This is an optimization exercise on Yosys and OpenROAD, whose aim is small area, a short achievable clock period and few clock cycles, not a production implementation. At most, simulation tests tie the RTL to the original design; equivalence was not proved.

## alu_arbiter
module alu_arbiter #(
  parameter int MUL_LAT = 3
) (
  input  logic        clk,
  input  logic        reset,
  input  logic        i_reqA_valid,
  input  logic        i_reqB_valid,
  output logic        o_reqA_ready,
  output logic        o_reqB_ready,
  input  logic [31:0] i_reqA_op1,
  input  logic [31:0] i_reqA_op2,
  input  logic [31:0] i_reqB_op1,
  input  logic [31:0] i_reqB_op2,
  input  logic [3:0]  i_reqA_sel,
  input  logic [3:0]  i_reqB_sel,
  output logic        o_rsp_valid,
  input  logic        i_rsp_ready,
  output logic        o_rsp_id,
  output logic [31:0] o_rsp_data,
  output logic        o_rsp_zflag,
  output logic        o_busy
);
==> flow/config.mk <==
export PLATFORM = sky130hd
export DESIGN_NAME = alu_arbiter
export DESIGN_NICKNAME = alu_arbiter
export VERILOG_FILES = /design/flow/design.v
export SDC_FILE = /design/flow/constraint.sdc
export NUM_CORES = 4
export LEC_CHECK = 0
export ABC_AREA = 1
export ABC_CLOCK_PERIOD_IN_PS = 4700
export CAP_MARGIN = 20
export CORE_MARGIN = 2
export CORE_UTILIZATION = 40
export SETUP_SLACK_MARGIN = 4.9
export SLEW_MARGIN = 20
==> flow/constraint.sdc <==
create_clock -name core_clock -period 9.5 [get_ports {clk}]
set_input_delay 1.9000 -clock core_clock [delete_from_list [all_inputs] [get_ports {clk}]]
set_output_delay 1.9000 -clock core_clock [all_outputs]
set_load 0.01 [all_outputs]
standard.sh (not shown) runs the stock make flow with config.mk's settings and CLKGATE_MAP_FILE= SYNTH_SCRIPT=/design/flow/synth_recipe.tcl, a recipe that flattens the netlist after the stock synthesis.
==> flow/flow/run.sh <==
#!/bin/bash
# Standard ORFS layout with two changes:
#  - after the standard synthesis, polarity.py removes inverters (it picks the
#    polarity of each full adder and XOR gate, both of which can absorb an
#    inversion, and splits half adders whose inputs are both inverted);
#    registers, ports and all other cells are unchanged;
#  - the port buffers are buf_1 cells (the resizer may upsize them) instead
#    of the default delay-buffer cell.
set -euo pipefail
R=orfs/results/${FLOW_PLATFORM}/alu_arbiter/base
bash standard.sh synth > log_synth.txt 2>&1
python3 flow/polarity.py $R/1_2_yosys.v $R/1_2_yosys.pol.v > log_polarity.txt 2>&1
mv $R/1_2_yosys.pol.v $R/1_2_yosys.v
rm -f $R/1_synth.odb $R/1_synth.sdc
bash standard.sh BUFFER_PORTS_ARGS="-buffer_cell sky130_fd_sc_hd__buf_1" finish > log_layout.txt 2>&1
Other scripts of this flow, unchanged in this note and not shown: flow/flow/polarity.py
The baseline completed with no timing, DRC or antenna violations.
Then changed:
SETUP_SLACK_MARGIN = 5.0   (was 4.9)
Outcome: Setup slack is about the same. Count of clock-buffer cells in the layout goes up by 3. Non-clock buffer count goes up by 19. Flip-flop and latch count stays the same.
No run of this note included a check of the RTL's function; only the layout flow was run.

---

Another version of the RTL of alu_arbiter (not shown whole).
Size: about 2500 cells after synthesis, ~180 I/O pins, roughly 21000 sq um of cells after synthesis.
Settings: LEC_CHECK=0, ABC_AREA=1, ABC_CLOCK_PERIOD_IN_PS=4700, CAP_MARGIN=20, CORE_MARGIN=2, CORE_UTILIZATION=40, SETUP_SLACK_MARGIN=4.6, SLEW_MARGIN=20; clock period 9.5 ns.
Scripts as last shown in full above: flow/flow/run.sh
Other scripts of this flow, unchanged in this note and not shown: flow/flow/polarity.py
Testbench counts at the start, summed over its fixed seeds: cycles 2,416.
Rerun with:
- GPL_ROUTABILITY_DRIVEN: not set -> 0
- PLACE_DENSITY: not set -> 0.6
- SETUP_SLACK_MARGIN: 4.6 -> 4.8
Critical path depth drops by 1.
Setup slack improved by 120 ps.
Non-clock buffer count rises by 11.
Die area is unchanged.
Worst hold slack degrades by 18 ps.
Routed wire length fell by 4.0%.
Cell area is higher by 0.89%.
Rerun with:
- ABC_CLOCK_PERIOD_IN_PS: 4700 -> 4500
- CORE_UTILIZATION: 40 -> 55
- GPL_ROUTABILITY_DRIVEN: 0 -> not set
- PLACE_DENSITY: 0.6 -> not set
- SETUP_SLACK_MARGIN: 4.8 -> 5.0
What happened: Global-route usage climbs by 11 points; register-to-register slack improves by 30 ps; via count rises by 2.8%; worst setup slack improves by 55 ps; cell area rose by 2.9%; core utilization came out higher by 19 points.
Rerun with:
- ABC_CLOCK_PERIOD_IN_PS: 4500 -> 4700
- CORE_UTILIZATION: 55 -> 40
- SETUP_SLACK_MARGIN: 5.0 -> 4.8
What happened: Wire length came out higher by 0.92%. Fmax is about the same. Design area came out lower by 1.6%. Non-clock buffer count came out lower by 35. Core utilization came out lower by 19 points. Cell count came out higher by 4.3%. Register-to-register slack got worse by 70 ps.
Rerun with:
- ABC_CLOCK_PERIOD_IN_PS: 4700 -> 4500
- SETUP_SLACK_MARGIN: 4.8 -> 5.0
Result: Setup slack improved by 31 ps. Die area stays the same. Cell count goes up by 1.9%. Non-clock buffer count goes up by 59.

---

alu_arbiter, a different RTL version from the one above (not shown whole).
For scale: roughly 2400 cells after synthesis, roughly 180 I/O pins, roughly 20000 um2 of cells after synthesis.
Settings: LEC_CHECK=0, ABC_AREA=1, ABC_CLOCK_PERIOD_IN_PS=4700, CAP_MARGIN=20, CORE_MARGIN=2, CORE_UTILIZATION=40, CTS_BUF_LIST=sky130_fd_sc_hd__clkbuf_8, SETUP_SLACK_MARGIN=4.8, SLEW_MARGIN=20; clock period 9.5 ns.
Scripts as last shown in full above: flow/flow/run.sh
Other scripts of this flow, unchanged in this note and not shown: flow/flow/polarity.py
The starting point produced a clean layout.
Testbench counts at the start, summed over its fixed seeds: cycles 2,416.
Change:
Settings changed: CTS_BUF_LIST sky130_fd_sc_hd__clkbuf_8 to default.
After rerunning:
- first-iteration DRC count went down by 1.4%
- non-clock buffer count went down by 6
- cell area went up by 0.37%
- worst setup slack improves by 0.047 ns
- maximum frequency went up by 1.0%
- wire length went down by 0.35%
- worst hold slack degrades by 0.0050 ns
- die area does not change
- via count stays flat
Change:
Settings changed: SETUP_SLACK_MARGIN 4.8 to 5.0.
The new run passed the timing, DRC and antenna checks.
Worst setup slack is better by 0.049 ns.
Sequential share of layout area fell by 0.37 points.
Via count rose by 1.6%.
Synthesized cell count stays the same.
Fmax rose by 1.1%.
Global-route usage rose by 0.27 points.
Routed wire length rose by 1.7%.
Clock-buffer cell count rose by 1.
Change:
Settings changed: SETUP_SLACK_MARGIN 5.0 to 4.9.
Setup slack degrades by 0.031 ns.
Core utilization decreases by 0.84 points.
Cell count decreases by about 1%.
Final area decreases by 1.8%.
Routed wire length decreases by 2.0%.

---

alu_arbiter, a different RTL version from the one above (not shown whole).
For scale: roughly 2700 cells after synthesis, about 180 flip-flops, about 23000 um^2 of cells after synthesis.
Settings: LEC_CHECK=0, ABC_AREA=1, ABC_CLOCK_PERIOD_IN_PS=5000, CAP_MARGIN=20, CORE_MARGIN=2, CORE_UTILIZATION=40, SETUP_SLACK_MARGIN=4.5, SLEW_MARGIN=20; clock period 9.5 ns.
run.sh (not shown) runs the stock make flow with config.mk's settings and CLKGATE_MAP_FILE= SYNTH_SCRIPT=/design/flow/synth_recipe.tcl, a recipe that flattens the netlist after the stock synthesis.
Stock flow here: none of the scripts above is used.
Testbench counts at the start, summed over its fixed seeds: cycles 2,416.
Then changed:
==> flow/flow/run.sh (new file) <==
#!/bin/bash
# Standard ORFS layout, except that the port buffers are buf_1 cells (which
# the resizer may upsize) instead of the default delay-buffer cell.
set -euo pipefail
bash standard.sh synth > log_synth.txt 2>&1
bash standard.sh SETUP_SLACK_MARGIN=5.3 BUFFER_PORTS_ARGS="-buffer_cell sky130_fd_sc_hd__buf_1" finish > log_layout.txt 2>&1
==> flow/standard.sh (new file) <==
#!/bin/bash
# synth_recipe.tcl (not shown) runs the flow's synth.tcl, then flattens the netlist and writes it again
# the make line also repeats each setting of config.mk as NAME=value (left out here)
make -C /OpenROAD-flow-scripts/flow DESIGN_CONFIG=/design/flow/config.mk WORK_HOME=/design/flow/orfs CLKGATE_MAP_FILE= SYNTH_SCRIPT=/design/flow/synth_recipe.tcl "${@:-finish}"
Settings changed: ABC_CLOCK_PERIOD_IN_PS 5000 to 4300, SETUP_SLACK_MARGIN 4.5 to 5.0.
removed: flow/run.sh
What happened: Worst setup slack gets better by 0.39 ns; via count is higher by 5.3%; core utilization came out higher by 2.7 points.
Then changed:
--- a/flow/flow/run.sh
+++ b/flow/flow/run.sh
@@ -6 +6 @@
-bash standard.sh SETUP_SLACK_MARGIN=5.3 BUFFER_PORTS_ARGS="-buffer_cell sky130_fd_sc_hd__buf_1" finish > log_layout.txt 2>&1
+bash standard.sh BUFFER_PORTS_ARGS="-buffer_cell sky130_fd_sc_hd__buf_1" finish > log_layout.txt 2>&1
Settings changed: ABC_CLOCK_PERIOD_IN_PS 4300 to 4500.
Register-to-register slack degrades by 0.20 ns.
Worst setup slack improves by 0.040 ns.
Global-route usage drops by 0.73 points.
Worst hold slack improves by 0.0067 ns.
Utilization drops by 2.1 points.
Design area drops by about 4%.
Count of clock-buffer cells in the layout stays the same.
Die area stays the same.
Then changed:
==> flow/run.sh (new file) <==
#!/bin/bash
# synth_recipe.tcl (not shown) runs the flow's synth.tcl, then flattens the netlist and writes it again
# the make line also repeats each setting of config.mk as NAME=value (left out here)
make -C /OpenROAD-flow-scripts/flow DESIGN_CONFIG=/design/flow/config.mk WORK_HOME=/design/flow/orfs CLKGATE_MAP_FILE= SYNTH_SCRIPT=/design/flow/synth_recipe.tcl finish
removed: flow/flow/run.sh
removed: flow/standard.sh
Result: The new run ran to the end with no violations. Non-clock buffer count increases by 15. Via count stays flat. Wire length increases slightly. Final area increases by a few percent. Sequential share of layout area decreases by 0.88 points. Hold slack stays flat. First-iteration DRC count decreases by about a fifth.

---

alu_arbiter, a different RTL version from the one above (not shown whole).
For scale: about 3200 cells after synthesis, ~140 flip-flops.
Settings: LEC_CHECK=0, ABC_CLOCK_PERIOD_IN_PS=5000, CAP_MARGIN=20, CORE_MARGIN=2, CORE_UTILIZATION=40, SETUP_SLACK_MARGIN=4.5, SLEW_MARGIN=20; clock period 9.5 ns.
Stock flow here: none of the scripts above is used.
The first run completed without violations.
Change:
--- a/flow/config.mk
+++ b/flow/config.mk
@@ -7,0 +8 @@
+export ABC_AREA = 1
Result: The new run finished clean; first-iteration DRC count falls by 23%; non-clock buffer count shrinks by 54; clock-buffer cell count does not change; wire length drops by 14%; core utilization rose by 2.8 points; synthesized area went down by 15%; global-route usage climbs by 0.51 points.
No run of this note included a check of the RTL's function; only the layout flow was run.

[what the ideal ports hide]
Ports are ideal in the flow. The routed layouts listed here were re-timed in OpenROAD.
Step 1: set_driving_cell puts a clkbuf_16 on clk and a buf_2 on each other input, an assumption about the parent block.
Step 2, shift: input delay + t, output delay - t, t = (earliest + latest rising clock arrival at the registers) / 2. This alone moves slack from input paths to output paths.
Slacks: ideal / step 1 / step 2; pairs: ideal / step 1.
| run | t (ns) | setup WS [ns] | slew at the worst register clock pin (ns) | worst data-port slew with drivers (ns) | cell pins on the clock port's net |
|---|---|---|---|---|---|
| the first run of note 1 | 0.524 | 3.977 / 4.012 / 3.489 | 0.08 / 0.08 | 0.05 | 1 |
| the second run of note 1 | 0.523 | 3.976 / 4.005 / 3.482 | 0.07 / 0.07 | 0.04 | 1 |
| the first run of note 2 | 0.526 | 4.693 / 4.635 / 4.683 | 0.09 / 0.09 | 0.05 | 1 |
| the second run of note 2 | 0.522 | 4.814 / 4.762 / 4.762 | 0.09 / 0.09 | 0.05 | 1 |
| the third run of note 2 | 0.519 | 4.868 / 4.808 / 4.879 | 0.09 / 0.09 | 0.04 | 1 |
| the fourth run of note 2 | 0.522 | 4.878 / 4.853 / 4.793 | 0.09 / 0.09 | 0.04 | 1 |
| the fifth run of note 2 | 0.544 | 4.909 / 4.874 / 4.879 | 0.09 / 0.09 | 0.05 | 1 |
| the first run of note 3 | 0.566 | 4.835 / 4.780 / 4.575 | 0.11 / 0.11 | 0.05 | 1 |
| the second run of note 3 | 0.510 | 4.883 / 4.822 / 4.557 | 0.08 / 0.08 | 0.05 | 1 |
| the third run of note 3 | 0.512 | 4.932 / 4.876 / 4.734 | 0.07 / 0.07 | 0.05 | 1 |
| the fourth run of note 3 | 0.502 | 4.901 / 4.846 / 4.663 | 0.07 / 0.07 | 0.05 | 1 |
| the first run of note 4 | 0.538 | 4.548 / 4.490 / 4.548 | 0.09 / 0.09 | 0.04 | 1 |
| the second run of note 4 | 0.539 | 4.942 / 4.879 / 4.937 | 0.09 / 0.09 | 0.04 | 1 |
| the third run of note 4 | 0.544 | 4.981 / 4.944 / 4.900 | 0.09 / 0.09 | 0.06 | 1 |
| the fourth run of note 4 | 0.532 | 4.920 / 4.863 / 4.746 | 0.08 / 0.08 | 0.06 | 1 |
| the first run of note 5 | 0.528 | 3.681 / 3.662 / 3.681 | 0.08 / 0.08 | 0.05 | 1 |
| the second run of note 5 | 0.512 | 4.076 / 4.076 / 4.076 | 0.08 / 0.08 | 0.05 | 1 |
After both steps setup and hold are still met in every run listed. For the second run of note 1, which loses most, drivers alone change the setup slack by +0.029 ns; drivers and shift together by -0.494 ns.
